Background: an optimization exercise with open tools, aiming at small area, a short achievable clock period and few clock cycles per item. Do not read the settings as production practice.
Only simulation tests tie the RTL to the original design; equivalence was not proved.
Power and IR drop assume default switching activity.

==> design/flow/design.v <==
package rsa_pkg;
    localparam int DEF_WIDTH = 32;
    localparam int DEF_LIMBS = 4;
    localparam int MAX_OPW = 4096;
    typedef enum logic [1:0] {
        ST_IDLE,
        ST_ISSUE,
        ST_DRAIN,
        ST_DONE
    } state_t;
    function automatic logic [MAX_OPW-1:0] limb_sel(
        input logic [MAX_OPW-1:0] vec,
        input logic [31:0]        idx,
        input logic [31:0]        width
    );
        limb_sel = vec >> (idx * width);
    endfunction
endpackage
module mp_mul_retire_pipe #(
    parameter int TW = 3
) (
    input  logic          clk_i,
    input  logic          rst_i,
    input  logic          in_vld_i,
    input  logic [TW-1:0] in_tag_i,
    output logic          out_vld_o,
    output logic [TW-1:0] out_tag_o
);
    logic [1:0]    vld_q;
    logic [TW-1:0] tag0_q;
    logic [TW-1:0] tag1_q;
    always_ff @(posedge clk_i) begin
        if (rst_i) begin
            vld_q  <= '0;
            tag0_q <= '0;
            tag1_q <= '0;
        end else begin
            vld_q  <= {vld_q[0], in_vld_i};
            tag0_q <= in_tag_i;
            tag1_q <= tag0_q;
        end
    end
    assign out_vld_o = vld_q[1];
    assign out_tag_o = tag1_q;
endmodule
module mp_mul_sched #(
    parameter int WIDTH = rsa_pkg::DEF_WIDTH,
    parameter int LIMBS = rsa_pkg::DEF_LIMBS
) (
    input  logic                     clk,
    input  logic                     rst,
    input  logic                     start,
    input  logic [LIMBS*WIDTH-1:0]   op_a,
    input  logic [LIMBS*WIDTH-1:0]   op_b,
    output logic                     busy,
    output logic                     done,
    output logic [2*LIMBS*WIDTH-1:0] result,
    output logic [WIDTH-1:0]         mul_a,
    output logic [WIDTH-1:0]         mul_b,
    input  logic [WIDTH-1:0]         mul_lo,
    input  logic [WIDTH-1:0]         mul_hi
);
    localparam int OPW   = LIMBS * WIDTH;
    localparam int NPAIR = LIMBS * LIMBS;
    localparam int FIRST = 4;                  
    localparam int LAST  = NPAIR + FIRST - 1;  
    localparam int CW    = $clog2(LAST + 2);
    logic                     busy_q, done_q;
    logic [CW-1:0]            cnt_q;
    logic                     acc_q, sh_q, m_q, pm_q, z_q;
    logic [OPW-1:0]           ar_q;
    logic [OPW-1:0]           b_q;
    logic [(LIMBS-1)*WIDTH-1:0] fifo_q;
    logic [WIDTH-1:0]         cy_q;
    logic [WIDTH:0]           u_q;
    logic [WIDTH-1:0]         h_q;
    logic [WIDTH-1:0]         pop_n, ua, cz, push, hi, h1, h2, h2t, hs0, hs1;
    logic [WIDTH:0]           u_n, lsum;
    function automatic logic [WIDTH:0] pp_add(input logic [WIDTH-1:0] a,
                                              input logic [WIDTH-1:0] b);
        logic [WIDTH-1:0] g, p, gn, pn;
        g = a & b;
        p = a ^ b;
        for (int d = 1; d < WIDTH; d = d * 2) begin
            gn = g;
            pn = p;
            for (int i = d; i < WIDTH; i++) begin
                gn[i] = g[i] | (p[i] & g[i-d]);
                pn[i] = p[i] & p[i-d];
            end
            g = gn;
            p = pn;
        end
        pp_add = {g[WIDTH-1], (a ^ b) ^ {g[WIDTH-2:0], 1'b0}};
    endfunction
    function automatic logic [WIDTH-1:0] pp_inc(input logic [WIDTH-1:0] a);
        logic [WIDTH-1:0] c, cn;
        c = {a[WIDTH-2:0], 1'b1};
        for (int d = 1; d < WIDTH; d = d * 2) begin
            cn = c;
            for (int i = d; i < WIDTH; i++) cn[i] = c[i] & c[i-d];
            c = cn;
        end
        pp_inc = a ^ c;
    endfunction
    always_ff @(posedge clk) begin
        if (rst) begin
            busy_q <= 1'b0;
            done_q <= 1'b0;
            cnt_q  <= '0;
            acc_q  <= 1'b0;
            sh_q   <= 1'b0;
            m_q    <= 1'b0;
            pm_q   <= 1'b0;
            z_q    <= 1'b0;
        end else if (start && !busy_q) begin
            busy_q <= 1'b1;
            done_q <= 1'b0;
            cnt_q  <= CW'(1);
            acc_q  <= 1'b0;
            sh_q   <= 1'b0;
            m_q    <= 1'b0;
            pm_q   <= 1'b1;
            z_q    <= 1'b0;
        end else if (busy_q) begin
            cnt_q  <= cnt_q + CW'(1);
            acc_q  <= (cnt_q >= CW'(FIRST - 1)) && (cnt_q < CW'(LAST));
            sh_q   <= (cnt_q >= CW'(FIRST - 1)) && (cnt_q < CW'(LAST - LIMBS + 1)) &&
                      (((cnt_q + CW'(1) - CW'(FIRST)) % LIMBS) == 0);
            m_q    <= ((cnt_q + CW'(1) - CW'(FIRST)) % LIMBS) == 0;
            pm_q   <= cnt_q < CW'(FIRST - 2 + LIMBS);
            z_q    <= cnt_q == CW'(FIRST - 1);
            if (cnt_q == CW'(LAST)) begin
                busy_q <= 1'b0;
                done_q <= 1'b1;
            end
        end else begin
            done_q <= 1'b0;
            acc_q  <= 1'b0;
        end
    end
    always_comb begin
        pop_n = pm_q ? '0 : fifo_q[2*WIDTH-1:WIDTH];
        u_n   = pp_add(mul_lo, pop_n);
        ua    = m_q ? '0 : u_q[WIDTH-1:0];
        cz    = z_q ? '0 : cy_q;
        lsum  = pp_add(ua, cz);
        push  = lsum[WIDTH-1:0];
        h1    = pp_inc(h_q);
        h2t   = pp_inc({1'b0, h_q[WIDTH-1:1]});
        h2    = {h2t[WIDTH-2:0], h_q[0]};
        hs0   = u_q[WIDTH] ? h1 : h_q;
        hs1   = u_q[WIDTH] ? h2 : h1;
        hi    = lsum[WIDTH] ? hs1 : hs0;
    end
    always_ff @(posedge clk) begin
        u_q <= u_n;
        h_q <= mul_hi;
        if (!busy_q) b_q <= op_b;
        else         b_q <= {b_q[WIDTH-1:0], b_q[OPW-1:WIDTH]};
        if (!busy_q) begin
            if (start) ar_q <= op_a;
        end else begin
            if (sh_q) ar_q <= {u_q[WIDTH-1:0], ar_q[OPW-1:WIDTH]};
            if (acc_q) begin
                fifo_q <= {push, fifo_q[(LIMBS-1)*WIDTH-1:WIDTH]};
                cy_q   <= hi;
            end
        end
    end
    assign busy   = busy_q;
    assign done   = done_q;
    assign result = {cy_q, fifo_q, ar_q};
    assign mul_a  = ar_q[WIDTH-1:0];
    assign mul_b  = b_q[WIDTH-1:0];
endmodule
==> design/flow/flow/run.sh <==
#!/bin/bash
# Standard layout, with every port buffered by the smallest buffer cell and a
# clock tree of fewer, larger sink clusters without dummy loads.
set -euo pipefail
bash standard.sh 'BUFFER_PORTS_ARGS=-buffer_cell sky130_fd_sc_hd__buf_1' \
  'CTS_ARGS=-sink_clustering_enable -repair_clock_nets -buf_list {sky130_fd_sc_hd__clkbuf_8 sky130_fd_sc_hd__clkbuf_16} -sink_clustering_size 20 -sink_clustering_max_diameter 60 -dont_use_dummy_load' \
  finish > layout.log 2>&1
==> design/flow/standard.sh <==
#!/bin/bash
# synth_recipe.tcl (not shown) runs the flow's synth.tcl, then flattens the netlist and writes it again
# the make line also repeats each setting of config.mk as NAME=value (left out here)
make -C /OpenROAD-flow-scripts/flow DESIGN_CONFIG=/design/flow/config.mk WORK_HOME=/design/flow/orfs CLKGATE_MAP_FILE= SYNTH_SCRIPT=/design/flow/synth_recipe.tcl "${@:-finish}"
==> design/flow/config.mk <==
export PLATFORM = sky130hd
export DESIGN_NAME = mp_mul_sched
export DESIGN_NICKNAME = mp_mul_sched
export VERILOG_FILES = /design/flow/design.v
export SDC_FILE = /design/flow/constraint.sdc
export NUM_CORES = 4
export LEC_CHECK = 0
export ABC_CLOCK_PERIOD_IN_PS = 2000
export CAP_MARGIN = 20
export CORE_MARGIN = 2
export CORE_UTILIZATION = 60
export SETUP_SLACK_MARGIN = 3.6
export SLEW_MARGIN = 20
==> design/flow/constraint.sdc <==
create_clock -name core_clock -period 7.0 [get_ports {clk}]
set_input_delay 1.4000 -clock core_clock [delete_from_list [all_inputs] [get_ports {clk}]]
set_output_delay 1.4000 -clock core_clock [all_outputs]
set_load 0.01 [all_outputs]
==> impl_metrics.csv, run 1 <==
group,metric,value,unit
outcome,status,"timing/DRC/antenna clean",
grt,grt_pass1_wl,93.4,mm
drt,wire_per_inst,25.6,um
drt,drtIter0Drc,1273,
grt,grt.total_usage,0.361,
yosys,yosys.area.top_type_share,0.375,
yosys,ys.flop_type,"edfxtp_1",
timing,slew_headroom,0.339,
clock_network,cts_buffers,37,
clock_network,ctsLongestPathBuffers,3,
drt,via_per_inst,5.82,
worst_setup_path,cp.depth,9,
drt,dr.pass1.iters,6,
drt,drt.antenna.violating_nets,0,
grt,grt_overflow,0,
final_layout,area_growth,16.5,%
placement,dp_hpwl,54.1,mm
worst_hold_path,min_to,"b_q[84]",
clock_network,tritoncts,"built",
placement,place_congestion,0.998,
clock_network,cts_sinks,461,
worst_hold_path,hp-class,"reg -> reg",
worst_setup_path,crit-reg2reg-launch,"cy_q[0]",
drt,vias,15200,
yosys,yosysTopAreaCell,"edfxtp_1",
die,fp.dieArea,35700,um2
die,die_y,189,um
grt,grt_max_degree,129,
worst_setup_path,worstReg2RegEnd,"cy_q[23]",
final_layout,finalNonFillerCells,2612,
yosys,synth_cell_type_count,72,
worst_setup_path,worstPathArrival,3.70,ns
worst_setup_path,cp-start-kind,"input port",
timing,hold_viol_final,0,
timing,setup_slack,3.69,ns
yosys,yosys.cell_count.top_type,"mux2_2",
die,start_util,0.610,
yosys,synthTopCellsByArea,"edfxtp_1 37%, dfxtp_1 20%, mux2_2 14%",
grt,grt_pass1_vias,14400,
worst_setup_path,cp_slowest_cell,"or4_1",
drt,wirelength,66.9,mm
timing,fmax,302,MHz
timing,fin_crit_sh,0.473,
yosys,yosys-top-cells-count,"257 x mux2_2, 256 x edfxtp_1, 205 x dfxtp_1",
placement,dpl.cell_count,2571,
clock_network,clock_latency,0.54,ns
worst_setup_path,critPathMaxFanout,5,
yosys,async_flop_share,0,
die,rows,67,
yosys,ys_seq_area_frac,0.575,
worst_hold_path,min_path_cells,1,
worst_setup_path,r2r_cells,11,
worst_setup_path,end_kind,"register",
clock_network,cts-root-buf,"clkbuf_16",
worst_setup_path,cp_top_family,"compound AO/OA/AOI/OAI gates",
worst_setup_path,max_stage_delay,0.58,ns
yosys,syn_avg_cell_area,12.9,um2
clock_network,htreeDepth,2,
final_layout,drive_gt1_frac,0.155,
clock_network,cts_hold_buffers,0,
timing,maxSlewViolCount,0,
timing,period_needed,3.31,ns
worst_setup_path,crit_buf_inv,1,
timing,report.final.setup_viol,0,
placement,portBuffers,644,
grt,antenna_found_initial,7,
final_layout,nets,2555,
yosys,syn_area,20500,um2
worst_setup_path,crit_required,7.39,ns
die,core_area,33600,um2
worst_setup_path,worstSetupPathType,"in -> reg",
timing,tns,0,ns
timing,rsz0062_at_grt,"false",
placement,place_ws,2.94,ns
job,maxCapViolCount,0,
worst_hold_path,min_from,"b_q[116]",
pwr,leakage,0.00863,uW
pwr,vdd_drop_max,0.211,mV
die,die_w,189,um
yosys,synth_edf_count,256,
final_layout,utilization,0.711,
yosys,ys_ff_latch,461,
timing,finClkSkew,0.0657,ns
worst_setup_path,r2r_slack,3.78,ns
die,ioPinCount,645,
yosys,syn_inst,1591,
clock_network,cts.clk_slew.worst_paths,0.08,ns
worst_setup_path,crit_path_cell_trace,"buf_1 > ha_1 > o211ai_1 > a21oi_1 > a21oi_2 > or4_1 > a21boi_2 > nor4_1 > a311oi_1",
yosys,synth_warnings,1,
timing,worst_slew_pin_slew,0.991,ns
pwr,p_per_area,256,nW/um2
drt,drc_errors,0,
yosys,syn_nets,1983,
## registers in the layout (all words and copies together), names as in the netlist
name / cells
ar_q: 128
b_q: 128
fifo_q: 96
u_q: 33
cy_q: 32
h_q: 32
cnt_q: 5
acc_q: 1
busy_q: 1
done_q: 1
m_q: 1
pm_q: 1
sh_q: 1
z_q: 1
## report_power, final
| part | internal, uW | switching, uW |
|---|---|---|
| sequential | 3090 | 126 |
| clock | 933 | 876 |
| combinational | 457 | 625 |
## final cells by class
cell class | instances | area [um2]
flip-flops and latches | 461 | 11800
fillers | 2471 | 9730
multi-input cells | 999 | 8050
repair buffers | 652 | 2500
clock buffers | 37 | 926
well taps | 448 | 561
inverters | 12 | 45.0
diodes | 3 | 7.51
## metal layers
layer,vias to the layer above,GRT usage,part of all wire
li1,6898,-,-
met1,7377,0.468,0.38
met2,810,0.564,0.46
met3,113,0.140,0.13
met4,2,0.111,0.033
met5,-,0,0.00019
## stage by stage
step           power (uW)  area, um2  hold slack [ns]
2_1_floorplan        3950      20500            0.433
3_3_place_gp         4290      22900            0.434
3_5_place_dp         4310      22900            0.434
4_1_cts              6090      23800            0.441
5_1_grt              6310      23900            0.447
6_report             6110      23900            0.435
## worst max-delay path by stage
stage | startpoint | end | slack, ns
6_report | mul_lo[6] | u_q[25] | 3.69
5_1_grt | cy_q[0] | cy_q[10] | 3.60
3_3_place_gp | m_q | cy_q[13] | 2.99
4_1_cts | z_q | cy_q[26] | 3.61
3_5_place_dp | m_q | cy_q[23] | 2.94
2_1_floorplan | mul_lo[0] | u_q[26] | 3.61
## repair_timing
item                       in CTS  in global routing
resized for setup               6                 14
setup endpoints to repair      42                121
buffers inserted                1                  0
pin swaps                       1                  1
## placed cells by master, fill, tap and decap left out, types with 15 or more instances in the layout
cell type / Yosys / final
nor3_1: 19 / 19
clkbuf_16: 0 / 37
xor2_1: 49 / 49
ha_1: 67 / 67
mux2_2: 257 / 257
xnor2_1: 36 / 36
a21o_1: 30 / 30
dfxtp_1: 205 / 202
buf_1: 1 / 644
a21oi_1: 87 / 86
o21ai_0: 33 / 30
nor2b_1: 100 / 100
and3_1: 15 / 15
nand3_1: 37 / 36
nand2_1: 71 / 70
edfxtp_1: 256 / 256
nor2_1: 50 / 50
## cells by family (layout without fill, tap and decap cells)
logic type,Yosys count,count (layout),share of synthesized area
AO/OA/AOI/OAI,239,239,0.0756
AND/OR/NAND/NOR,344,344,0.0901
buffers and inverters,131,701,0.0365
adder cells (fa/ha/maj),69,69,0.0428
other,0,3,0
XOR/XNOR,85,85,0.0363
multiplexers,262,262,0.144
flip-flops,461,461,0.575
Testbench counts, summed over its fixed seeds: cycles 19,200, items 960.
==> run 2, diff against run 1 <==
--- a/design/flow/design.v
+++ b/design/flow/design.v
@@ -74,7 +74,8 @@
     logic [WIDTH-1:0]         cy_q;
     logic [WIDTH:0]           u_q;
     logic [WIDTH-1:0]         h_q;
-    logic [WIDTH-1:0]         pop_n, ua, cz, push, hi, h1, h2, h2t, hs0, hs1;
+    logic [WIDTH-1:0]         pop_n, ua, cz, push, hi, h1, h2, hs0, hs1;
+    logic [WIDTH-2:0]         hc;
     logic [WIDTH:0]           u_n, lsum;
     function automatic logic [WIDTH:0] pp_add(input logic [WIDTH-1:0] a,
                                               input logic [WIDTH-1:0] b);
@@ -93,15 +94,13 @@
         end
         pp_add = {g[WIDTH-1], (a ^ b) ^ {g[WIDTH-2:0], 1'b0}};
     endfunction
-    function automatic logic [WIDTH-1:0] pp_inc(input logic [WIDTH-1:0] a);
-        logic [WIDTH-1:0] c, cn;
-        c = {a[WIDTH-2:0], 1'b1};
-        for (int d = 1; d < WIDTH; d = d * 2) begin
-            cn = c;
-            for (int i = d; i < WIDTH; i++) cn[i] = c[i] & c[i-d];
-            c = cn;
-        end
-        pp_inc = a ^ c;
+    function automatic logic [WIDTH-1:0] pp_and(input logic [WIDTH-1:0] a);
+        logic [WIDTH-1:0] c;
+        c = a;
+        for (int l = 0; (1 << l) < WIDTH; l++)
+            for (int i = 0; i < WIDTH; i++)
+                if ((i >> l) & 1) c[i] = c[i] & c[((i >> l) << l) - 1];
+        pp_and = c;
     endfunction
     always_ff @(posedge clk) begin
         if (rst) begin
@@ -146,9 +145,9 @@
         cz    = z_q ? '0 : cy_q;
         lsum  = pp_add(ua, cz);
         push  = lsum[WIDTH-1:0];
-        h1    = pp_inc(h_q);
-        h2t   = pp_inc({1'b0, h_q[WIDTH-1:1]});
-        h2    = {h2t[WIDTH-2:0], h_q[0]};
+        hc    = pp_and({h_q[WIDTH-2:1], 1'b1});
+        h1    = h_q ^ {hc & {(WIDTH-1){h_q[0]}}, 1'b1};
+        h2    = h_q ^ {hc, 1'b0};
         hs0   = u_q[WIDTH] ? h1 : h_q;
         hs1   = u_q[WIDTH] ? h2 : h1;
         hi    = lsum[WIDTH] ? hs1 : hs0;
==> design/flow/flow/run.sh (replaced) <==
#!/bin/bash
# Standard layout, with every port buffered by the smallest buffer cell and a
# clock tree of fewer, larger sink clusters without dummy loads.
set -euo pipefail
bash standard.sh 'BUFFER_PORTS_ARGS=-buffer_cell sky130_fd_sc_hd__buf_1' \
  'CTS_ARGS=-sink_clustering_enable -repair_clock_nets -buf_list {sky130_fd_sc_hd__clkbuf_8} -sink_clustering_size 16 -sink_clustering_max_diameter 60 -dont_use_dummy_load' \
  finish > layout.log 2>&1
--- a/design/flow/config.mk
+++ b/design/flow/config.mk
@@ -9,5 +9,5 @@
 export CAP_MARGIN = 20
 export CORE_MARGIN = 2
 export CORE_UTILIZATION = 60
-export SETUP_SLACK_MARGIN = 3.6
+export SETUP_SLACK_MARGIN = 3.9
 export SLEW_MARGIN = 20
==> impl_metrics.csv, run 2 <==
group,metric,value,unit
worst_setup_path,r2r_slack,3.80,ns
pwr,total_power,5690,uW
drt,wire_per_inst,25.5,um
pwr,vdd_drop_max,0.184,mV
placement,place_congestion,1.02,
drt,dr.pass1.iters,5,
worst_setup_path,cp.depth,14,
worst_setup_path,end_kind,"register",
yosys,ys_seq_area_frac,0.587,
worst_setup_path,r2r_cells,14,
timing,worst_slew_pin_slew,0.920,ns
drt,wirelength,66.1,mm
clock_network,cts.clk_slew.worst_paths,0.10,ns
grt,antenna_found_initial,10,
die,rows,67,
yosys,syn_avg_cell_area,13.2,um2
drt,drc_errors,0,
clock_network,cts_sinks,461,
final_layout,nets,2537,
yosys,synthTopCellsByArea,"edfxtp_1 38%, dfxtp_1 20%, mux2_2 14%",
timing,fin_crit_sh,0.457,
die,die_y,187,um
worst_setup_path,crit_path_cell_trace,"buf_12 > buf_8 > nor2b_2 > ha_2 > o21a_1 > o21ai_4 > or4_4 > a21o_1 > buf_4 > buf_4 > a21oi_1 > nand2b_1 > a21oi_1 > xnor2_1",
final_layout,layout_common_cells,"643 x buf_1, 256 x mux2_2, 256 x edfxtp_1",
drt,vias,14900,
grt,grt.total_usage,0.357,
clock_network,htreeDepth,2,
job,maxCapViolCount,0,
final_layout,top_regs,"ar_q (128), b_q (128), fifo_q (96)",
worst_setup_path,max_stage_delay,0.51,ns
worst_hold_path,min_from,"fifo_q[89]",
yosys,synth_warnings,1,
clock_network,cts-root-buf,"clkbuf_8",
pwr,p_per_area,235,nW/um2
timing,maxSlewViolCount,0,
worst_setup_path,cp_top_family,"compound AO/OA/AOI/OAI gates",
timing,tns,0,ns
yosys,async_flop_share,0,
die,fp.dieArea,35000,um2
final_layout,fill_cells,2414,
timing,hold_viol_final,0,
final_layout,area_growth,20.3,%
timing,period_needed,3.20,ns
final_layout,drive_gt1_frac,0.211,
clock_network,tritoncts,"built",
clock_network,clock_latency,0.59,ns
outcome,status,"timing/DRC/antenna clean",
worst_hold_path,hp-class,"reg -> reg",
yosys,syn_inst,1518,
worst_setup_path,cp_slowest_cell,"or4_4",
worst_setup_path,cp-start-kind,"register",
final_layout,final_common_cell,"buf_1",
worst_setup_path,crit-reg2reg-launch,"z_q",
yosys,syn_area,20100,um2
worst_setup_path,worstPathArrival,3.52,ns
yosys,synth_cell_type_count,61,
worst_hold_path,min_to,"fifo_q[57]",
yosys,yosys-top-cells-count,"256 x edfxtp_1, 256 x mux2_2, 205 x dfxtp_1",
yosys,yosysTopAreaCell,"edfxtp_1",
yosys,ys.flop_type,"edfxtp_1",
timing,fmax,312,MHz
die,ioPinCount,645,
clock_network,cts_buffers,38,
clock_network,ctsLongestPathBuffers,3,
drt,drt.antenna.violating_nets,0,
timing,rsz0062_at_grt,"true",
yosys,yosys.area.top_type_share,0.382,
placement,dpl_cell_area,22600,um2
worst_setup_path,worstSetupPathType,"reg -> reg",
placement,dp_hpwl,50.9,mm
worst_setup_path,critPathMaxFanout,6,
die,die_w,187,um
die,core_area,33300,um2
yosys,ys_ff_latch,461,
grt,grt_pass1_wl,91.3,mm
die,start_util,0.604,
grt,grt_max_degree,185,
yosys,syn_nets,1913,
yosys,synth_edf_count,256,
clock_network,cts_hold_buffers,0,
final_layout,design_area,24200,um2
worst_setup_path,worstReg2RegEnd,"fifo_q[94]",
worst_setup_path,crit_buf_inv,4,
drt,via_per_inst,5.73,
timing,finClkSkew,0.104,ns
timing,report.final.setup_viol,0,
worst_hold_path,min_path_cells,0,
placement,portBuffers,644,
grt,grt_overflow,0,
worst_setup_path,crit_required,7.32,ns
drt,drtIter0Drc,1369,
grt,grt_pass1_vias,14000,
timing,slew_headroom,0.386,
pwr,leakage,0.00866,uW
## run 2: cell count changes after synthesis, sizes merged, moves of 12 or more
cell	delta
xnor2	+28
nor2	-12
nand3	-16
nand2	-16
xor2	-28
a21oi	-22
## run 2: logic make-up after synthesis
family,after synthesis,synth area share
flip-flops,461,0.587
XOR/XNOR,85,0.0374
adder cells (fa/ha/maj),76,0.0477
buffers and inverters,137,0.0385
AND/OR/NAND/NOR,305,0.0827
multiplexers,258,0.144
AO/OA/AOI/OAI,196,0.0626
## run 2: worst max path at each step
stage	start	end
2_1_floorplan	mul_lo[11]	u_q[29]
3_3_place_gp	mul_lo[10]	u_q[29]
3_5_place_dp	mul_lo[12]	u_q[29]
4_1_cts	m_q	cy_q[15]
5_1_grt	z_q	fifo_q[94]
6_report	z_q	fifo_q[94]
## run 2: repair_timing
action,in CTS,in global routing
setup endpoints to repair,182,113
cloned,5,2
gates resized for setup,37,99
buffers inserted,17,26
pin swaps,19,57
## run 2: layout make-up
cell class / instances / area [um2] / share of cell area
Sequential cell: 461 / 11800 / 0.488
Multi-Input combinational cell: 924 / 8210 / 0.340
Timing Repair Buffer: 697 / 2990 / 0.123
Tap cell: 448 / 561 / 0.0232
Clock buffer: 38 / 523 / 0.0216
Inverter: 20 / 75.1 / 0.00310
Antenna cell: 8 / 20.0 / 0.000828
## run 2: power breakdown
group          internal [uW]  switching [uW]
combinational            536             625
sequential              3080             131
clock                    488             827
total                   4110            1580
## run 2: layer usage
layer | up-vias | track usage | part of all wire
li1 | 6713 | - | -
met5 | - | 0 | 0
met2 | 808 | 0.560 | 0.46
met4 | 0 | 0.0907 | 0.027
met1 | 7247 | 0.474 | 0.39
met3 | 109 | 0.128 | 0.13
## run 2: stage by stage
stage                     hold WS (ns)  utilization  setup WS [ns]  instances
after CTS                        0.427        0.704           3.87       2560
after floorplan                  0.433            -           3.73       1518
after global placement           0.430        0.679           3.22       2500
final                            0.423        0.727           3.80       2596
after global routing             0.429        0.726           3.74       2594
after detailed placement         0.436        0.679           3.21       2500
## run 2: worst register-to-register path, cell delays in order, from the launching register on
cell	delay, ns
dfxtp_2	0.36
buf_12	0.14
buf_8	0.14
nor2b_2	0.05
ha_2	0.34
o21a_1	0.16
o21ai_4	0.06
or4_4	0.51
a21o_1	0.23
buf_4	0.15
buf_4	0.13
a21oi_1	0.26
nand2b_1	0.20
a21oi_1	0.09
xnor2_1	0.13
Testbench counts of run 2, summed over its fixed seeds: cycles 19,200, items 960.
==> run 3, diff against run 2 <==
--- a/design/flow/config.mk
+++ b/design/flow/config.mk
@@ -9,5 +9,5 @@
 export CAP_MARGIN = 20
 export CORE_MARGIN = 2
 export CORE_UTILIZATION = 60
-export SETUP_SLACK_MARGIN = 3.9
+export SETUP_SLACK_MARGIN = 4.1
 export SLEW_MARGIN = 20
==> impl_metrics.csv, run 3 <==
group,metric,value,unit
pwr,pwr-share-seq,0.563,
worst_setup_path,worstReg2RegEnd,"cy_q[14]",
die,ioPinCount,645,
timing,tns,0,ns
yosys,ys.flop_type,"edfxtp_1",
yosys,ys_seq_area_frac,0.587,
timing,rsz0062_at_grt,"true",
yosys,synth_warnings,1,
grt,grt_pass1_wl,92.9,mm
yosys,yosys-top-cells-count,"256 x edfxtp_1, 256 x mux2_2, 205 x dfxtp_1",
worst_setup_path,r2r_cells,11,
final_layout,drive_gt1_frac,0.239,
die,die_w,187,um
drt,wire_per_inst,25.8,um
outcome,status,"timing/DRC/antenna clean",
yosys,syn_inst,1518,
job,maxCapViolCount,0,
clock_network,ctsLongestPathBuffers,3,
final_layout,nets,2550,
pwr,p_int,4110,uW
pwr,vdd_drop_max,0.170,mV
yosys,syn_area,20100,um2
timing,hold_viol_final,0,
pwr,switchingPower,1590,uW
yosys,ys_ff_latch,461,
yosys,yosys.area.top_type_share,0.382,
die,start_util,0.604,
yosys,syn_nets,1913,
yosys,async_flop_share,0,
timing,fmax,311,MHz
final_layout,fill_cells,2403,
grt,grt_max_degree,216,
drt,drc_errors,0,
worst_setup_path,critPathMaxFanout,8,
placement,portBuffers,644,
drt,dr.pass1.iters,6,
grt,grt_overflow,0,
final_layout,utilization,0.736,
worst_setup_path,crit_required,7.33,ns
timing,finClkSkew,0.0491,ns
drt,drtIter0Drc,1289,
yosys,yosysTopAreaCell,"edfxtp_1",
pwr,combinationalPowerShare,0.210,
timing,worst_slew_pin_slew,1.06,ns
placement,dp_hpwl,51.8,mm
yosys,synth_cell_type_count,61,
pwr,leakage,0.00878,uW
drt,via_per_inst,5.82,
yosys,synthTopCellsByArea,"edfxtp_1 38%, dfxtp_1 20%, mux2_2 14%",
timing,maxSlewViolCount,0,
worst_setup_path,worstSetupPathType,"reg -> reg",
timing,report.final.setup_viol,0,
die,fp.dieArea,35000,um2
worst_setup_path,crit-reg2reg-launch,"z_q",
clock_network,cts_sinks,461,
final_layout,multi_input_area,8430,um2
timing,period_needed,3.21,ns
timing,slew_headroom,0.293,
grt,antenna_found_initial,13,
pwr,p_per_area,233,nW/um2
pwr,swShare,0.280,
final_layout,final_common_cell,"buf_1",
yosys,syn_avg_cell_area,13.2,um2
clock_network,clock_latency,0.57,ns
grt,grt_pass1_vias,14000,
yosys,synth_edf_count,256,
worst_setup_path,end_kind,"register",
placement,place_congestion,1.00,
final_layout,top_regs,"ar_q (128), b_q (128), fifo_q (96)",
die,core_area,33300,um2
clock_network,cts_buffers,37,
clock_network,cts_hold_buffers,0,
worst_setup_path,r2r_slack,3.79,ns
die,die_y,187,um
clock_network,cts-root-buf,"clkbuf_8",
worst_hold_path,hp-class,"reg -> reg",
worst_setup_path,crit_path_cell_trace,"buf_6 > nor2b_1 > ha_1 > and3_4 > nand2_2 > or4_4 > a21o_1 > a21oi_4 > maj3_2 > nand4_1 > xnor2_1",
drt,vias,15200,
worst_setup_path,cp-start-kind,"register",
clock_network,htreeDepth,2,
final_layout,seq_area,11800,um2
worst_setup_path,cp-endpoint,"cy_q[14]",
drt,wirelength,67.3,mm
final_layout,layout_common_cells,"635 x buf_1, 256 x mux2_2, 256 x edfxtp_1",
worst_setup_path,cp-startpoint,"z_q",
clock_network,cts.clk_slew.worst_paths,0.10,ns
worst_setup_path,worstPathArrival,3.54,ns
clock_network,tritoncts,"built",
pwr,clockPowerShare,0.227,
worst_setup_path,cp_slowest_cell,"dfxtp_4",
worst_setup_path,max_stage_delay,0.49,ns
grt,grt.total_usage,0.366,
drt,drt.antenna.violating_nets,0,
final_layout,area_growth,21.9,%
die,rows,67,
timing,fin_crit_sh,0.459,
==> run 3: metrics by stage <==
stage / hold slack, ns / cells / area (um2) / setup slack, ns / power, uW
after floorplan: 0.433 / 1518 / 20400 / 3.73 / 3950
after global placement: 0.432 / 2496 / 22600 / 3.28 / 4260
after detailed placement: 0.433 / 2496 / 22600 / 3.23 / 4270
after CTS: 0.410 / 2570 / 23700 / 3.89 / 5590
after global routing: 0.437 / 2604 / 24500 / 3.74 / 5890
final: 0.419 / 2608 / 24500 / 3.79 / 5700
==> run 3: worst max-delay path, delay by kind of cell (launching register included) <==
family,cells,cell delay (ns)
AO/OA/AOI/OAI,2,0.53
XOR/XNOR,1,0.15
adder cells (fa/ha/maj),2,0.73
buffers and inverters,1,0.14
flip-flops,1,0.49
AND/OR/NAND/NOR,5,0.95
==> run 3: power by group through the flow <==
stage | Sequential [uW] | Combinational, uW | Clock, uW
2_1_floorplan | 3240 | 714 | 0
3_3_place_gp | 3260 | 995 | 0
3_5_place_dp | 3270 | 1010 | 0
4_1_cts | 3210 | 1080 | 1310
5_1_grt | 3230 | 1280 | 1390
6_report | 3210 | 1200 | 1300
==> run 3: logic make-up after synthesis <==
group	count (synthesis)	share of synthesized area
flops	461	0.587
simple gates	305	0.0827
mux	258	0.144
compound gates	196	0.0626
buf+inv	137	0.0385
xor+xnor	85	0.0374
fa+ha+maj	76	0.0477
==> run 3: how the worst min path moves through the flow <==
stage / depth (start not counted) / start / slack, ns / to
global placement: 0 / fifo_q[65] / 0.43 / fifo_q[33]
detailed placement: 0 / fifo_q[64] / 0.43 / fifo_q[32]
finish: 0 / fifo_q[89] / 0.42 / fifo_q[57]
CTS: 0 / fifo_q[89] / 0.41 / fifo_q[57]
floorplan: 1 / b_q[32] / 0.43 / b_q[0]
global route: 0 / fifo_q[89] / 0.44 / fifo_q[57]
==> run 3: repair_timing <==
action / CTS / global route
gates resized for setup: 51 / 115
gates cloned: 3 / 0
endpoints found under the setup margin: 110 / 53
pin swaps: 39 / 71
buffers inserted: 34 / 30
==> run 3: area by class of cell <==
class | count | area share
antenna | 7 | 0.000715
clock buffer | 37 | 0.0208
inverter | 20 | 0.00306
multi-input combinational | 922 | 0.344
sequential | 461 | 0.482
tap | 448 | 0.0229
timing repair buffer | 713 | 0.127
==> run 3: metal layers <==
metal | global-route usage | vias up | wire, um
met2 | 0.551 | 918 | 29700
met5 | 0 | - | 48
met1 | 0.502 | 7375 | 26100
met3 | 0.127 | 153 | 9100
li1 | - | 6725 | -
met4 | 0.108 | 8 | 2390
==> run 4, diff against run 3 <==
--- a/design/flow/config.mk
+++ b/design/flow/config.mk
@@ -8,6 +8,6 @@
 export ABC_CLOCK_PERIOD_IN_PS = 2000
 export CAP_MARGIN = 20
 export CORE_MARGIN = 2
-export CORE_UTILIZATION = 60
+export CORE_UTILIZATION = 65
 export SETUP_SLACK_MARGIN = 4.1
 export SLEW_MARGIN = 20
==> impl_metrics.csv, run 4 <==
group,metric,value,unit
yosys,ys_seq_area_frac,0.587,
die,die_y,180,um
yosys,syn_area,20100,um2
yosys,synth_mux_area_frac,0.144,
outcome,status,"stopped before the end",
yosys,synth_edf_count,256,
yosys,syn_nets,1913,
yosys,synth_top_family_by_area,"multiplexers",
yosys,synthTopCellsByArea,"edfxtp_1 38%, dfxtp_1 20%, mux2_2 14%",
yosys,async_flop_share,0,
yosys,synthAdderAreaFrac,0.0477,
yosys,ys.flop_type,"edfxtp_1",
outcome,haltStage,"I/O pin placement (3_2_place_iop)",
yosys,yosys.area.top_type_share,0.382,
die,die_w,180,um
yosys,syn_avg_cell_area,13.2,um2
yosys,syn_inst,1518,
yosys,synth_warnings,1,
yosys,synth_cell_type_count,61,
yosys,synth_compound_area_frac,0.0626,
yosys,yosys-top-cells-count,"256 x edfxtp_1, 256 x mux2_2, 205 x dfxtp_1",
die,start_util,0.659,
yosys,ys_ff_latch,461,
yosys,synthSimpleGateAreaFrac,0.0827,
outcome,tool.error,"[ERROR PPL-0024] Number of IO pins (645) exceeds maximum number of available positions (644). Increase the die perimeter from 719.38um to 877.20um.",
yosys,synthXorXnorAreaFrac,0.0374,
yosys,yosysTopAreaCell,"edfxtp_1",
die,rows,64,
## run 4: cell families after synthesis
family                   after synthesis
AO/OA/AOI/OAI                        196
XOR/XNOR                              85
adder cells (fa/ha/maj)               76
buffers and inverters                137
flip-flops                           461
multiplexers                         258
AND/OR/NAND/NOR                      305
==> run 5, diff against run 4 <==
--- a/design/flow/config.mk
+++ b/design/flow/config.mk
@@ -8,6 +8,7 @@
 export ABC_CLOCK_PERIOD_IN_PS = 2000
 export CAP_MARGIN = 20
 export CORE_MARGIN = 2
-export CORE_UTILIZATION = 65
-export SETUP_SLACK_MARGIN = 4.1
+export CORE_UTILIZATION = 60
+export PLACE_DENSITY = 0.85
+export SETUP_SLACK_MARGIN = 3.9
 export SLEW_MARGIN = 20
==> impl_metrics.csv, run 5 <==
group,metric,value,unit
yosys,synth_compound_area_frac,0.0626,
yosys,synthSimpleGateAreaFrac,0.0827,
drt,wirelength,70.4,mm
timing,period_needed,3.18,ns
die,start_util,0.604,
clock_network,cts-root-buf,"clkbuf_8",
outcome,status,"timing/DRC/antenna clean",
die,fp.dieArea,35000,um2
pwr,clockPowerShare,0.230,
drt,drc_errors,0,
final_layout,fill_cells,2383,
final_layout,finalNonFillerCells,2593,
pwr,leakage,0.00875,uW
die,rows,67,
worst_hold_path,hp-class,"reg -> reg",
final_layout,nets,2534,
yosys,synth_top_family_by_area,"multiplexers",
yosys,synth_warnings,1,
drt,drtIter0Drc,1793,
yosys,syn_area,20100,um2
timing,maxSlewViolCount,0,
worst_setup_path,worstSetupPathType,"reg -> reg",
grt,grt_overflow,0,
pwr,swShare,0.281,
clock_network,ctsLongestPathBuffers,3,
yosys,synthXorXnorAreaFrac,0.0374,
drt,vias,15300,
timing,hold_viol_final,0,
yosys,yosysTopAreaCell,"edfxtp_1",
clock_network,cts.clk_slew.worst_paths,0.09,ns
timing,report.final.setup_viol,0,
yosys,yosys.area.top_type_share,0.382,
final_layout,layout_common_cells,"642 x buf_1, 256 x mux2_2, 256 x edfxtp_1",
final_layout,final_common_cell,"buf_1",
grt,grt_max_degree,129,
timing,rsz0062_at_grt,"true",
timing,worst_slew_pin_slew,1.04,ns
die,die_w,187,um
timing,fmax,315,MHz
timing,tns,0,ns
yosys,synthAdderAreaFrac,0.0477,
placement,place_congestion,0.979,
worst_setup_path,end_kind,"register",
yosys,syn_inst,1518,
die,core_area,33300,um2
grt,grt_pass1_wl,97.4,mm
timing,fin_crit_sh,0.454,
yosys,synth_edf_count,256,
yosys,ys_seq_area_frac,0.587,
final_layout,drive_gt1_frac,0.220,
pwr,switchingPower,1610,uW
worst_setup_path,critPathMaxFanout,8,
pwr,p_int,4120,uW
job,maxCapViolCount,0,
timing,slew_headroom,0.309,
clock_network,clock_latency,0.58,ns
drt,via_per_inst,5.90,
yosys,synth_cell_type_count,61,
yosys,ys.flop_type,"edfxtp_1",
yosys,syn_nets,1913,
final_layout,design_area,24300,um2
clock_network,htreeDepth,2,
pwr,vdd_drop_max,0.205,mV
clock_network,tritoncts,"built",
clock_network,cts_buffers,38,
yosys,synth_mux_area_frac,0.144,
final_layout,utilization,0.729,
drt,wire_per_inst,27.2,um
die,ioPinCount,645,
worst_setup_path,cp-start-kind,"register",
grt,antenna_found_initial,15,
clock_network,cts_hold_buffers,0,
yosys,syn_avg_cell_area,13.2,um2
yosys,async_flop_share,0,
yosys,synthTopCellsByArea,"edfxtp_1 38%, dfxtp_1 20%, mux2_2 14%",
worst_setup_path,worstPathArrival,3.43,ns
die,die_y,187,um
worst_setup_path,crit_required,7.25,ns
grt,grt.total_usage,0.387,
final_layout,area_growth,20.7,%
yosys,yosys-top-cells-count,"256 x edfxtp_1, 256 x mux2_2, 205 x dfxtp_1",
drt,drt.antenna.violating_nets,0,
final_layout,top_regs,"ar_q (128), b_q (128), fifo_q (96)",
placement,dpl.cell_count,2501,
placement,portBuffers,644,
pwr,combinationalPowerShare,0.208,
yosys,ys_ff_latch,461,
drt,dr.pass1.iters,5,
placement,dpl_cell_area,22600,um2
placement,dp_hpwl,54.4,mm
timing,finClkSkew,0.0433,ns
clock_network,cts_sinks,461,
grt,grt_pass1_vias,14500,
pwr,pwr-share-seq,0.561,
pwr,p_per_area,236,nW/um2
[run 5: worst paths after layout]
path                   start    endpoint  slack, ns  cells past startpoint
hold / removal    fifo_q[90]  fifo_q[58]       0.46                      0
hold reg to reg   fifo_q[90]  fifo_q[58]       0.46                      0
setup reg to reg         m_q     cy_q[4]       3.82                     15
setup / recovery         m_q     cy_q[4]       3.82                     15
[run 5: cells by family after synthesis]
kind of cell | Yosys count
AO/OA/AOI/OAI | 196
XOR/XNOR | 85
adder cells (fa/ha/maj) | 76
buffers and inverters | 137
flip-flops | 461
multiplexers | 258
AND/OR/NAND/NOR | 305
[run 5: power by group through the flow]
| stage | clock [uW] | combinational, uW | sequential [uW] |
|---|---|---|---|
| finish | 1320 | 1190 | 3220 |
| global route | 1420 | 1270 | 3230 |
| CTS | 1320 | 1100 | 3210 |
| detailed placement | 0 | 1010 | 3270 |
| global placement | 0 | 998 | 3260 |
| floorplan | 0 | 703 | 3240 |
[run 5: worst max-delay path: stages, from the launching register on]
cell and delay (ns):
dfxtp_4 0.45, buf_6 0.15, buf_12 0.10, buf_16 0.13, nor2b_4 0.05, ha_2 0.19
a21o_1 0.19, a21o_1 0.21, a221oi_2 0.27, o21a_1 0.25, a21oi_4 0.08, buf_4 0.15
buf_12 0.12, maj3_2 0.30, o22ai_2 0.13, a41oi_2 0.06
[run 5: cell type report]
cell class                 count  area (um2)  area share
multi-input combinational    923        8280       0.341
inverter                      20        75.1     0.00309
clock buffer                  38         523      0.0216
sequential                   461       11800       0.487
antenna                        8        20.0    0.000825
timing repair buffer         695        3000       0.124
tap                          448         561      0.0231
[run 5: per-stage QoR]
stage	power [uW]	setup WS [ns]	hold slack (ns)
floorplan	3940	3.73	0.433
global route	5920	3.75	0.459
global placement	4260	3.22	0.432
detailed placement	4280	3.17	0.437
finish	5730	3.82	0.457
CTS	5640	3.85	0.452
[run 5: metal layers]
metal	wire, um	up-vias	track usage
met5	49	-	0
met4	3050	8	0.151
met3	9070	158	0.126
met2	31500	933	0.588
met1	26700	7495	0.518
li1	-	6699	-
[run 5: repair_timing]
| item | 4_1_cts | 5_1_grt |
|---|---|---|
| endpoints found under the setup margin | 238 | 171 |
| buffers inserted | 25 | 13 |
| gates cloned | 7 | 1 |
| gates resized for setup | 77 | 71 |
| hold endpoints to repair | 0 | 0 |
| pin swaps | 41 | 49 |
==> run 6, diff against run 5 <==
--- a/design/flow/config.mk
+++ b/design/flow/config.mk
@@ -6,9 +6,8 @@
 export NUM_CORES = 4
 export LEC_CHECK = 0
 export ABC_CLOCK_PERIOD_IN_PS = 2000
-export CAP_MARGIN = 20
+export CAP_MARGIN = 5
 export CORE_MARGIN = 2
 export CORE_UTILIZATION = 60
-export PLACE_DENSITY = 0.85
 export SETUP_SLACK_MARGIN = 3.9
-export SLEW_MARGIN = 20
+export SLEW_MARGIN = 5
==> impl_metrics.csv, run 6 <==
group,metric,value,unit
pwr,pwr-share-seq,0.565,
drt,drt.antenna.violating_nets,0,
yosys,async_flop_share,0,
die,die_w,187,um
placement,dp_hpwl,50.9,mm
clock_network,htreeDepth,2,
worst_setup_path,r2r_slack,3.80,ns
final_layout,fill_cells,2414,
drt,via_per_inst,5.73,
clock_network,clock_latency,0.59,ns
yosys,synth_warnings,1,
grt,antenna_found_initial,10,
die,core_area,33300,um2
final_layout,finalNonFillerCells,2596,
die,ioPinCount,645,
timing,report.final.setup_viol,0,
worst_setup_path,crit-reg2reg-launch,"z_q",
final_layout,area_growth,20.3,%
pwr,clockPowerShare,0.231,
worst_setup_path,r2r_cells,14,
yosys,syn_avg_cell_area,13.2,um2
drt,wire_per_inst,25.5,um
yosys,synthTopCellsByArea,"edfxtp_1 38%, dfxtp_1 20%, mux2_2 14%",
grt,grt_pass1_vias,14000,
pwr,switchingPower,1580,uW
drt,dr.pass1.iters,5,
pwr,vdd_drop_max,0.184,mV
yosys,syn_inst,1518,
timing,period_needed,3.20,ns
drt,wirelength,66.1,mm
clock_network,cts-root-buf,"clkbuf_8",
final_layout,final_common_cell,"buf_1",
grt,grt_pass1_wl,91.3,mm
yosys,yosysTopAreaCell,"edfxtp_1",
die,rows,67,
drt,drtIter0Drc,1369,
final_layout,nets,2537,
worst_setup_path,critPathMaxFanout,6,
worst_setup_path,worstReg2RegEnd,"fifo_q[94]",
timing,hold_viol_final,0,
drt,vias,14900,
placement,dpl_cell_area,22600,um2
worst_hold_path,hp-class,"reg -> reg",
grt,grt_max_degree,185,
placement,portBuffers,644,
yosys,ys_seq_area_frac,0.587,
timing,rsz0062_at_grt,"true",
pwr,combinationalPowerShare,0.204,
worst_setup_path,cp-start-kind,"register",
final_layout,top_regs,"ar_q (128), b_q (128), fifo_q (96)",
final_layout,layout_common_cells,"643 x buf_1, 256 x mux2_2, 256 x edfxtp_1",
clock_network,cts_sinks,461,
worst_setup_path,worstSetupPathType,"reg -> reg",
yosys,ys.flop_type,"edfxtp_1",
timing,tns,0,ns
placement,place_congestion,1.02,
timing,maxSlewViolCount,0,
pwr,swShare,0.278,
yosys,yosys-top-cells-count,"256 x edfxtp_1, 256 x mux2_2, 205 x dfxtp_1",
timing,worst_slew_pin_slew,0.920,ns
clock_network,ctsLongestPathBuffers,3,
timing,fmax,312,MHz
timing,slew_headroom,0.386,
yosys,synth_cell_type_count,61,
final_layout,design_area,24200,um2
yosys,syn_nets,1913,
outcome,status,"timing/DRC/antenna clean",
timing,finClkSkew,0.104,ns
worst_hold_path,min_to,"fifo_q[57]",
clock_network,cts.clk_slew.worst_paths,0.10,ns
worst_hold_path,min_path_cells,0,
final_layout,drive_gt1_frac,0.211,
yosys,syn_area,20100,um2
yosys,synth_edf_count,256,
die,die_y,187,um
worst_setup_path,worstPathArrival,3.52,ns
timing,fin_crit_sh,0.457,
clock_network,tritoncts,"built",
pwr,p_per_area,235,nW/um2
yosys,ys_ff_latch,461,
worst_setup_path,crit_required,7.32,ns
placement,dpl.cell_count,2500,
pwr,leakage,0.00866,uW
clock_network,cts_buffers,38,
die,start_util,0.604,
grt,grt.total_usage,0.357,
worst_setup_path,end_kind,"register",
die,fp.dieArea,35000,um2
yosys,yosys.area.top_type_share,0.382,
worst_hold_path,min_from,"fifo_q[89]",
pwr,p_int,4110,uW
job,maxCapViolCount,0,
grt,grt_overflow,0,
drt,drc_errors,0,
## run 6: cell counts after synthesis
No cell type changed its count.
## run 6: timing repair
item                       CTS  global route
pin swaps                   19            57
setup endpoints to repair  182           113
cloned                       5             2
resized for setup           37            99
hold buffers                 0             0
buffers inserted            17            26
## run 6: kinds of logic (layout without fill, tap and decap cells)
logic type               after synthesis  count (layout)  synth area share
buffers and inverters                137             755            0.0385
adder cells (fa/ha/maj)               76              79            0.0477
XOR/XNOR                              85              85            0.0374
multiplexers                         258             258             0.144
flip-flops                           461             461             0.587
other                                  0               8                 0
AO/OA/AOI/OAI                        196             196            0.0626
AND/OR/NAND/NOR                      305             306            0.0827
## run 6: per-layer routing
| metal | track usage | up-vias | share of wire |
|---|---|---|---|
| met5 | 0 | - | 0 |
| met4 | 0.0907 | 0 | 0.027 |
| met3 | 0.128 | 109 | 0.13 |
| met2 | 0.560 | 808 | 0.46 |
| met1 | 0.474 | 7247 | 0.39 |
| li1 | - | 6713 | - |
## run 6: worst max-delay path, stage by stage (launching register included)
cell and delay, ns:
dfxtp_2 0.36, buf_12 0.14, buf_8 0.14, nor2b_2 0.05, ha_2 0.34, o21a_1 0.16, o21ai_4 0.06, or4_4 0.51
a21o_1 0.23, buf_4 0.15, buf_4 0.13, a21oi_1 0.26, nand2b_1 0.20, a21oi_1 0.09, xnor2_1 0.13
## run 6: area by class of cell
class,count,area [um2],area share
flip-flops and latches,461,11800,0.488
clock buffers,38,523,0.0216
inverters,20,75.1,0.00310
well taps,448,561,0.0232
repair buffers,697,2990,0.123
multi-input cells,924,8210,0.340
diodes,8,20.0,0.000828
## run 6: per-stage QoR
stage	hold WS, ns	total power, uW	util	worst slack [ns]
2_1_floorplan	0.433	3940	-	3.73
4_1_cts	0.427	5570	0.704	3.87
6_report	0.423	5690	0.727	3.80
5_1_grt	0.429	5880	0.726	3.74
3_5_place_dp	0.436	4260	0.679	3.21
3_3_place_gp	0.430	4240	0.679	3.22
## run 6: power groups by stage
| stage | registers (uW) | logic, uW | clock network (uW) |
|---|---|---|---|
| 5_1_grt | 3230 | 1240 | 1410 |
| 4_1_cts | 3210 | 1040 | 1320 |
| 3_3_place_gp | 3260 | 978 | 0 |
| 3_5_place_dp | 3270 | 995 | 0 |
| 2_1_floorplan | 3240 | 703 | 0 |
| 6_report | 3220 | 1160 | 1310 |
## run 6: how the worst max path moves through the flow
stage               start         end  cells after the start
6_report              z_q  fifo_q[94]                     14
5_1_grt               z_q  fifo_q[94]                     14
4_1_cts               m_q    cy_q[15]                     12
3_5_place_dp   mul_lo[12]     u_q[29]                      9
3_3_place_gp   mul_lo[10]     u_q[29]                      9
2_1_floorplan  mul_lo[11]     u_q[29]                     10
==> run 7, diff against run 6 <==
--- a/design/flow/config.mk
+++ b/design/flow/config.mk
@@ -6,8 +6,9 @@
 export NUM_CORES = 4
 export LEC_CHECK = 0
 export ABC_CLOCK_PERIOD_IN_PS = 2000
-export CAP_MARGIN = 5
+export CAP_MARGIN = 20
 export CORE_MARGIN = 2
 export CORE_UTILIZATION = 60
-export SETUP_SLACK_MARGIN = 3.9
-export SLEW_MARGIN = 5
+export PLACE_DENSITY = 0.75
+export SETUP_SLACK_MARGIN = 3.75
+export SLEW_MARGIN = 20
==> impl_metrics.csv, run 7 <==
group,metric,value,unit
pwr,vdd_drop_max,0.202,mV
die,ioPinCount,645,
worst_setup_path,worstPathArrival,3.66,ns
yosys,ys_seq_area_frac,0.587,
clock_network,htreeDepth,2,
outcome,status,"timing/DRC/antenna clean",
yosys,synthTopCellsByArea,"edfxtp_1 38%, dfxtp_1 20%, mux2_2 14%",
worst_setup_path,crit-reg2reg-launch,"z_q",
timing,setup_slack,3.78,ns
yosys,ys.flop_type,"edfxtp_1",
die,start_util,0.604,
grt,grt_max_degree,184,
drt,wirelength,66.2,mm
worst_setup_path,crit_required,7.44,ns
timing,worst_slew_pin_slew,1.06,ns
die,fp.dieArea,35000,um2
timing,fmax,310,MHz
worst_setup_path,worstSetupPathType,"in -> reg",
yosys,syn_area,20100,um2
timing,tns,0,ns
worst_setup_path,worstReg2RegEnd,"cy_q[30]",
grt,antenna_found_initial,9,
pwr,p_per_area,237,nW/um2
drt,drc_errors,0,
pwr,clockPowerShare,0.230,
placement,dpl.cell_count,2498,
pwr,p_int,4030,uW
timing,fin_crit_sh,0.461,
clock_network,cts.clk_slew.worst_paths,0.09,ns
final_layout,area_growth,16.9,%
yosys,yosys.area.top_type_share,0.382,
clock_network,cts_hold_buffers,0,
die,die_w,187,um
timing,period_needed,3.22,ns
final_layout,top_regs,"ar_q (128), b_q (128), fifo_q (96)",
final_layout,final_common_cell,"buf_1",
yosys,yosysTopAreaCell,"edfxtp_1",
drt,drt.antenna.violating_nets,0,
grt,grt.total_usage,0.368,
yosys,syn_inst,1518,
timing,report.final.setup_viol,0,
worst_setup_path,r2r_slack,3.78,ns
drt,wire_per_inst,25.8,um
grt,grt_overflow,0,
die,core_area,33300,um2
timing,finClkSkew,0.0413,ns
placement,place_ws,3.22,ns
yosys,yosys-top-cells-count,"256 x edfxtp_1, 256 x mux2_2, 205 x dfxtp_1",
pwr,combinationalPowerShare,0.194,
final_layout,layout_common_cells,"644 x buf_1, 256 x mux2_2, 256 x edfxtp_1",
clock_network,tritoncts,"built",
worst_hold_path,min_path_cells,1,
clock_network,cts_buffers,37,
timing,slew_headroom,0.291,
yosys,synth_edf_count,256,
worst_setup_path,end_kind,"register",
pwr,swShare,0.277,
clock_network,ctsLongestPathBuffers,3,
worst_setup_path,r2r_cells,11,
yosys,syn_avg_cell_area,13.2,um2
yosys,synth_cell_type_count,61,
clock_network,cts-root-buf,"clkbuf_8",
die,rows,67,
timing,maxSlewViolCount,0,
clock_network,cts_sinks,461,
yosys,synth_warnings,1,
final_layout,drive_gt1_frac,0.178,
yosys,async_flop_share,0,
drt,via_per_inst,5.66,
die,die_y,187,um
worst_hold_path,hp-class,"reg -> reg",
grt,grt_pass1_wl,92.7,mm
timing,rsz0062_at_grt,"true",
timing,hold_viol_final,0,
worst_setup_path,critPathMaxFanout,6,
clock_network,clock_latency,0.57,ns
pwr,pwr-share-seq,0.576,
placement,place_congestion,1.02,
drt,vias,14500,
worst_hold_path,min_from,"b_q[117]",
drt,dr.pass1.iters,5,
grt,grt_pass1_vias,14000,
pwr,switchingPower,1550,uW
worst_setup_path,cp-start-kind,"input port",
yosys,ys_ff_latch,461,
worst_hold_path,min_to,"b_q[85]",
drt,drtIter0Drc,1158,
placement,dp_hpwl,52.9,mm
final_layout,finalNonFillerCells,2562,
placement,portBuffers,644,
yosys,syn_nets,1913,
pwr,leakage,0.00840,uW
job,maxCapViolCount,0,
final_layout,nets,2503,
-- run 7: cell types whose count changed in the layout (fill, tap and decap cells not counted), sizes merged --
cell    delta
maj3       -1
clkbuf     -2
buf       -30
and2       -1
-- run 7: power groups by stage --
stage	clock, uW	combinational [uW]	sequential [uW]
2_1_floorplan	0	702	3240
3_3_place_gp	0	993	3270
3_5_place_dp	0	1010	3270
4_1_cts	1290	1030	3210
5_1_grt	1380	1170	3230
6_report	1290	1080	3210
-- run 7: routing by layer --
layer  vias to the layer above  GRT usage  wire length (um)
met1                      7060      0.450             24800
met2                       693      0.555             29300
met3                       110      0.211             10100
met5                         -          0                39
li1                       6628          -                 -
met4                         6      0.106              1920
-- run 7: final cells by class --
type / count / area (um2)
clock buffer: 37 / 509
tap: 448 / 561
inverter: 20 / 75.1
timing repair buffer: 666 / 2690
sequential: 461 / 11800
antenna: 8 / 20.0
multi-input combinational: 922 / 7850
fill: 2547 / 9780
-- run 7: critical path, cell delays in order --
cell	delay, ns
buf_1	0.24
ha_1	0.36
and4_1	0.24
and3_1	0.19
a32oi_1	0.29
o41ai_4	0.18
a22oi_2	0.25
nand2_1	0.10
a211oi_1	0.32
nor2_1	0.08
-- run 7: how the worst max path moves through the flow --
stage / startpoint / end
2_1_floorplan: mul_lo[11] / u_q[29]
3_3_place_gp: mul_lo[10] / u_q[29]
3_5_place_dp: mul_lo[10] / u_q[29]
4_1_cts: z_q / cy_q[15]
5_1_grt: cy_q[14] / cy_q[31]
6_report: mul_lo[10] / u_q[27]
-- run 7: cells by family (layout without fill, tap and decap cells) --
family                   Yosys count  after routing  share of synthesized area
flip-flops                       461            461                      0.587
AND/OR/NAND/NOR                  305            305                     0.0827
multiplexers                     258            258                      0.144
AO/OA/AOI/OAI                    196            196                     0.0626
buffers and inverters            137            723                     0.0385
XOR/XNOR                          85             85                     0.0374
adder cells (fa/ha/maj)           76             78                     0.0477
other                              0              8                          0
-- run 7: repair_timing --
item                                    in CTS  in global routing
gates resized for setup                     10                 36
cloned                                       3                  1
endpoints found under the setup margin      36                 35
buffers inserted                             2                 13
pin swaps                                    2                 18
-- run 7: per-stage QoR --
step	area (um2)	utilization	total power, uW	hold WS, ns
after floorplan	20200	-	3940	0.433
after global placement	22600	0.678	4260	0.429
after detailed placement	22600	0.678	4280	0.430
after CTS	23200	0.697	5540	0.444
after global routing	23500	0.706	5780	0.473
final	23500	0.706	5580	0.452
==> run 8, diff against run 7 <==
--- a/design/flow/config.mk
+++ b/design/flow/config.mk
@@ -10,5 +10,5 @@
 export CORE_MARGIN = 2
 export CORE_UTILIZATION = 60
 export PLACE_DENSITY = 0.75
-export SETUP_SLACK_MARGIN = 3.75
+export SETUP_SLACK_MARGIN = 4.0
 export SLEW_MARGIN = 20
==> impl_metrics.csv, run 8 <==
group,metric,value,unit
timing,maxSlewViolCount,0,
grt,grt_max_degree,129,
yosys,synth_mux_area_frac,0.144,
yosys,synthAdderAreaFrac,0.0477,
yosys,yosysTopAreaCell,"edfxtp_1",
pwr,vdd_drop_max,0.220,mV
drt,drtIter0Drc,1485,
final_layout,utilization,0.726,
grt,grt_pass1_vias,14000,
timing,fin_crit_sh,0.460,
yosys,async_flop_share,0,
worst_setup_path,crit_buf_inv,4,
yosys,synth_warnings,1,
die,die_w,187,um
drt,dr.pass1.iters,5,
drt,via_per_inst,5.74,
die,die_y,187,um
die,core_area,33300,um2
drt,drc_errors,0,
final_layout,nets,2524,
drt,vias,14800,
timing,tns,0,ns
worst_setup_path,max_stage_delay,0.54,ns
clock_network,cts-root-buf,"clkbuf_8",
worst_setup_path,cp_top_family,"simple AND/OR/NAND/NOR gates",
final_layout,final_common_cell,"buf_1",
yosys,yosys.area.top_type_share,0.382,
final_layout,finalNonFillerCells,2584,
yosys,ys_seq_area_frac,0.587,
yosys,syn_avg_cell_area,13.2,um2
clock_network,cts_hold_buffers,0,
die,start_util,0.604,
yosys,syn_nets,1913,
die,rows,67,
die,fp.dieArea,35000,um2
timing,setup_slack,3.78,ns
clock_network,cts_buffers,36,
worst_hold_path,hp-class,"reg -> reg",
worst_setup_path,critPathMostFrequentCell,"buf_12",
clock_network,clock_latency,0.59,ns
yosys,synthTopCellsByArea,"edfxtp_1 38%, dfxtp_1 20%, mux2_2 14%",
final_layout,drive_gt1_frac,0.213,
drt,wire_per_inst,25.6,um
yosys,yosys-top-cells-count,"256 x edfxtp_1, 256 x mux2_2, 205 x dfxtp_1",
timing,period_needed,3.22,ns
grt,antenna_found_initial,13,
clock_network,ctsLongestPathBuffers,3,
yosys,ys.flop_type,"edfxtp_1",
grt,grt.total_usage,0.367,
worst_setup_path,crit_path_cell_trace,"buf_12 > buf_16 > nor2b_4 > ha_4 > o21a_1 > o21ai_2 > or4_4 > a21o_4 > a21oi_4 > buf_12 > buf_4 > maj3_4 > nand3_2 > xnor2_1",
yosys,syn_inst,1518,
clock_network,cts.clk_slew.worst_paths,0.10,ns
final_layout,top_regs,"ar_q (128), b_q (128), fifo_q (96)",
yosys,ys_ff_latch,461,
worst_setup_path,cp_slowest_cell,"or4_4",
outcome,status,"timing/DRC/antenna clean",
clock_network,cts_sinks,461,
placement,dp_hpwl,52.2,mm
yosys,synth_edf_count,256,
placement,place_ws,3.18,ns
placement,portBuffers,644,
final_layout,layout_common_cells,"641 x buf_1, 256 x mux2_2, 256 x edfxtp_1",
clock_network,tritoncts,"built",
pwr,total_power,5670,uW
timing,finClkSkew,0.0617,ns
timing,worst_slew_pin_slew,1.03,ns
timing,report.final.setup_viol,0,
final_layout,fill_cells,2419,
yosys,synthSimpleGateAreaFrac,0.0827,
drt,wirelength,66.1,mm
final_layout,area_growth,20.2,%
placement,place_congestion,1.03,
pwr,leakage,0.00864,uW
worst_setup_path,worstSetupPathType,"reg -> reg",
timing,slew_headroom,0.314,
worst_setup_path,critPathMaxFanout,7,
worst_setup_path,end_kind,"register",
drt,drt.antenna.violating_nets,0,
pwr,p_per_area,235,nW/um2
die,ioPinCount,645,
worst_setup_path,crit-reg2reg-launch,"m_q",
yosys,synth_top_family_by_area,"multiplexers",
yosys,syn_area,20100,um2
grt,grt_pass1_wl,92.6,mm
timing,fmax,311,MHz
timing,rsz0062_at_grt,"true",
yosys,synth_cell_type_count,61,
worst_setup_path,worstPathArrival,3.56,ns
grt,grt_overflow,0,
worst_setup_path,crit_required,7.34,ns
job,maxCapViolCount,0,
placement,dpl.cell_count,2500,
worst_setup_path,cp-startpoint,"m_q",
timing,hold_viol_final,0,
yosys,synth_compound_area_frac,0.0626,
worst_setup_path,cp-start-kind,"register",
worst_hold_path,min_from,"fifo_q[90]",
clock_network,htreeDepth,2,
yosys,synthXorXnorAreaFrac,0.0374,
## run 8: cell counts after synthesis
No cell type changed its count.
## run 8: through the flow
step	area [um2]	hold WS [ns]
detailed placement	22600	0.432
CTS	23800	0.405
finish	24200	0.402
floorplan	20300	0.433
global placement	22600	0.431
global route	24200	0.399
## run 8: report_power, final
part	switching [uW]	internal (uW)	leakage, uW
Combinational	649	536	0.00428
Clock	816	464	0.000259
Sequential	117	3090	0.00410
Total	1580	4090	0.00864
## run 8: kinds of logic (layout without fill, tap and decap cells)
group,count (synthesis),count (layout)
XOR/XNOR,85,85
flip-flops,461,461
AO/OA/AOI/OAI,196,196
AND/OR/NAND/NOR,305,305
other,0,9
buffers and inverters,137,743
multiplexers,258,258
adder cells (fa/ha/maj),76,79
## run 8: repair_timing
item                                    CTS  global route
cloned                                    7             1
endpoints found under the setup margin   46            44
buffers inserted                         20            11
pin swaps                                28            42
resized for setup                        77            60
## run 8: worst reg2reg max path, cell delays in order (launching register included)
cell and delay [ns]:
dfxtp_4 0.41, buf_12 0.14, buf_16 0.13, nor2b_4 0.19, ha_4 0.18, o21a_1 0.15, o21ai_2 0.08, or4_4 0.54
a21o_4 0.25, a21oi_4 0.17, buf_12 0.15, buf_4 0.12, maj3_4 0.26, nand3_2 0.09, xnor2_1 0.15
## run 8: final cells by class
class	count	area, um2	share of cell area
diodes	9	22.5	0.000932
clock buffers	36	495	0.0205
inverters	20	75.1	0.00311
multi-input cells	923	8260	0.342
flip-flops and latches	461	11800	0.488
well taps	448	561	0.0232
repair buffers	687	2950	0.122
## run 8: path summary, 6_finish.rpt
path | endpoint | slack (ns) | depth (start not counted)
max | cy_q[19] | 3.78 | 14
min | fifo_q[58] | 0.40 | 0
max reg2reg | cy_q[19] | 3.78 | 14
min reg2reg | fifo_q[58] | 0.40 | 0
## run 8: layer usage
metal  global-route usage  routed length, um  share of wire
met1                0.480              25300           0.38
met2                0.543              28700           0.43
met3                0.174               9610           0.15
met4                0.118               2430          0.037
met5                    0                 37        0.00056
==> run 9, diff against run 8 <==
--- a/design/flow/config.mk
+++ b/design/flow/config.mk
@@ -10,5 +10,5 @@
 export CORE_MARGIN = 2
 export CORE_UTILIZATION = 60
 export PLACE_DENSITY = 0.75
-export SETUP_SLACK_MARGIN = 4.0
+export SETUP_SLACK_MARGIN = 3.9
 export SLEW_MARGIN = 20
==> impl_metrics.csv, run 9 <==
group,metric,value,unit
drt,wirelength,66.7,mm
worst_setup_path,crit_required,7.33,ns
final_layout,layout_common_cells,"642 x buf_1, 256 x mux2_2, 256 x edfxtp_1",
timing,hold_viol_final,0,
timing,fin_crit_sh,0.455,
final_layout,drive_gt1_frac,0.206,
pwr,total_power,5650,uW
yosys,yosys-top-cells-count,"256 x edfxtp_1, 256 x mux2_2, 205 x dfxtp_1",
die,rows,67,
timing,slew_headroom,0.308,
grt,grt_overflow,0,
grt,grt_pass1_wl,92.7,mm
clock_network,ctsLongestPathBuffers,3,
clock_network,tritoncts,"built",
clock_network,clock_latency,0.58,ns
timing,tns,0,ns
yosys,synth_edf_count,256,
timing,fmax,314,MHz
die,fp.dieArea,35000,um2
yosys,synth_top_family_by_area,"multiplexers",
pwr,vdd_drop_max,0.248,mV
yosys,ys_ff_latch,461,
yosys,synthTopCellsByArea,"edfxtp_1 38%, dfxtp_1 20%, mux2_2 14%",
clock_network,cts_buffers,37,
drt,vias,15000,
clock_network,cts_hold_buffers,0,
timing,worst_slew_pin_slew,1.04,ns
yosys,syn_inst,1518,
yosys,synth_compound_area_frac,0.0626,
pwr,p_per_area,236,nW/um2
die,die_y,187,um
pwr,leakage,0.00860,uW
die,die_w,187,um
drt,via_per_inst,5.79,
timing,maxSlewViolCount,0,
final_layout,final_common_cell,"buf_1",
final_layout,area_growth,19.2,%
grt,grt_pass1_vias,14100,
yosys,yosys.area.top_type_share,0.382,
drt,drt.antenna.violating_nets,0,
drt,wire_per_inst,25.8,um
worst_setup_path,cp-start-kind,"register",
placement,dp_hpwl,51.8,mm
yosys,synth_cell_type_count,61,
clock_network,cts_sinks,461,
grt,antenna_found_initial,12,
grt,grt.total_usage,0.367,
clock_network,cts-root-buf,"clkbuf_8",
die,start_util,0.604,
worst_setup_path,critPathMaxFanout,6,
yosys,syn_nets,1913,
outcome,status,"timing/DRC/antenna clean",
die,ioPinCount,645,
worst_setup_path,worstSetupPathType,"reg -> reg",
worst_setup_path,end_kind,"register",
yosys,yosysTopAreaCell,"edfxtp_1",
yosys,ys.flop_type,"edfxtp_1",
final_layout,fill_cells,2452,
placement,place_ws,3.21,ns
timing,period_needed,3.18,ns
yosys,synthAdderAreaFrac,0.0477,
grt,grt_max_degree,129,
yosys,synth_warnings,1,
die,core_area,33300,um2
yosys,syn_avg_cell_area,13.2,um2
yosys,syn_area,20100,um2
yosys,synthSimpleGateAreaFrac,0.0827,
final_layout,finalNonFillerCells,2585,
yosys,synth_mux_area_frac,0.144,
yosys,synthXorXnorAreaFrac,0.0374,
timing,finClkSkew,0.0451,ns
drt,dr.pass1.iters,6,
job,maxCapViolCount,0,
timing,rsz0062_at_grt,"true",
final_layout,nets,2525,
yosys,ys_seq_area_frac,0.587,
placement,dpl.cell_count,2500,
worst_setup_path,worstPathArrival,3.52,ns
drt,drc_errors,0,
yosys,async_flop_share,0,
clock_network,cts.clk_slew.worst_paths,0.10,ns
timing,setup_slack,3.82,ns
clock_network,htreeDepth,2,
worst_hold_path,hp-class,"reg -> reg",
drt,drtIter0Drc,1648,
placement,place_congestion,1.02,
placement,portBuffers,644,
timing,report.final.setup_viol,0,
final_layout,top_regs,"ar_q (128), b_q (128), fifo_q (96)",
==> run 9: changes by cell type in the layout (fill, tap and decap cells not counted), sizes merged <==
cell    before  now
buf        683  685
clkbuf      39   38
maj3         7    6
nand2       55   56
==> run 9: kinds of logic (layout without fill, tap and decap cells) <==
group | count (synthesis) | after routing
other cells | 0 | 9
mux | 258 | 258
xor+xnor | 85 | 85
simple gates | 305 | 306
fa+ha+maj | 76 | 78
compound gates | 196 | 196
buf+inv | 137 | 744
flops | 461 | 461
==> run 9: critical path, stage by stage, from the launching register on <==
cell and delay [ns]:
dfxtp_4 0.48, buf_12 0.16, nor2b_2 0.07, ha_4 0.30, and4_4 0.22, nand2_1 0.06
or4_4 0.49, a21o_4 0.23, a21oi_4 0.24, maj3_2 0.39, nand3_2 0.14, xnor2_2 0.15
==> run 9: stage by stage <==
stage / area (um2) / util / hold WS [ns]
after CTS: 23500 / 0.707 / 0.448
after global routing: 23900 / 0.719 / 0.451
after detailed placement: 22600 / 0.678 / 0.433
final: 23900 / 0.720 / 0.450
after global placement: 22600 / 0.678 / 0.434
after floorplan: 20200 / - / 0.433
==> run 9: path summary, 6_finish.rpt <==
path	start	end	slack, ns	cells after the start
hold reg to reg	fifo_q[67]	fifo_q[35]	0.45	0
setup / recovery	z_q	cy_q[12]	3.82	11
setup reg to reg	z_q	cy_q[12]	3.82	11
hold / removal	fifo_q[67]	fifo_q[35]	0.45	0
==> run 9: routing by layer <==
metal	wire length, um	vias to the layer above	GRT usage
met2	29500	831	0.552
li1	-	6684	-
met3	9880	114	0.177
met1	25300	7333	0.474
met5	13	-	0
met4	1920	2	0.103
==> run 9: repair_timing <==
action                     CTS  global route
pin swaps                   28            35
setup buffers               12            20
setup endpoints to repair   42           240
gates resized for setup     57            51
gates cloned                 6             1
==> run 9: area by class of cell <==
class / instances / area (um2) / share of cell area
repair buffers: 687 / 2890 / 0.121
diodes: 9 / 22.5 / 0.000940
multi-input cells: 923 / 8090 / 0.338
flip-flops and latches: 461 / 11800 / 0.493
clock buffers: 37 / 509 / 0.0213
inverters: 20 / 75.1 / 0.00313
well taps: 448 / 561 / 0.0234
==> run 9: where the power goes <==
| group | internal, uW | switching (uW) | total [uW] |
|---|---|---|---|
| registers | 3080 | 120 | 3200 |
| clock network | 476 | 818 | 1290 |
| logic | 514 | 640 | 1150 |
| total | 4070 | 1580 | 5650 |

Re-timed with assumed drivers on the ports (clkbuf_16 on the clock, buf_2 on other inputs), run 9 has 3.817 ns of setup slack against 3.817 ns with ideal ports, and 3.342 ns once port delays also move by the mid clock arrival of 0.604 ns.
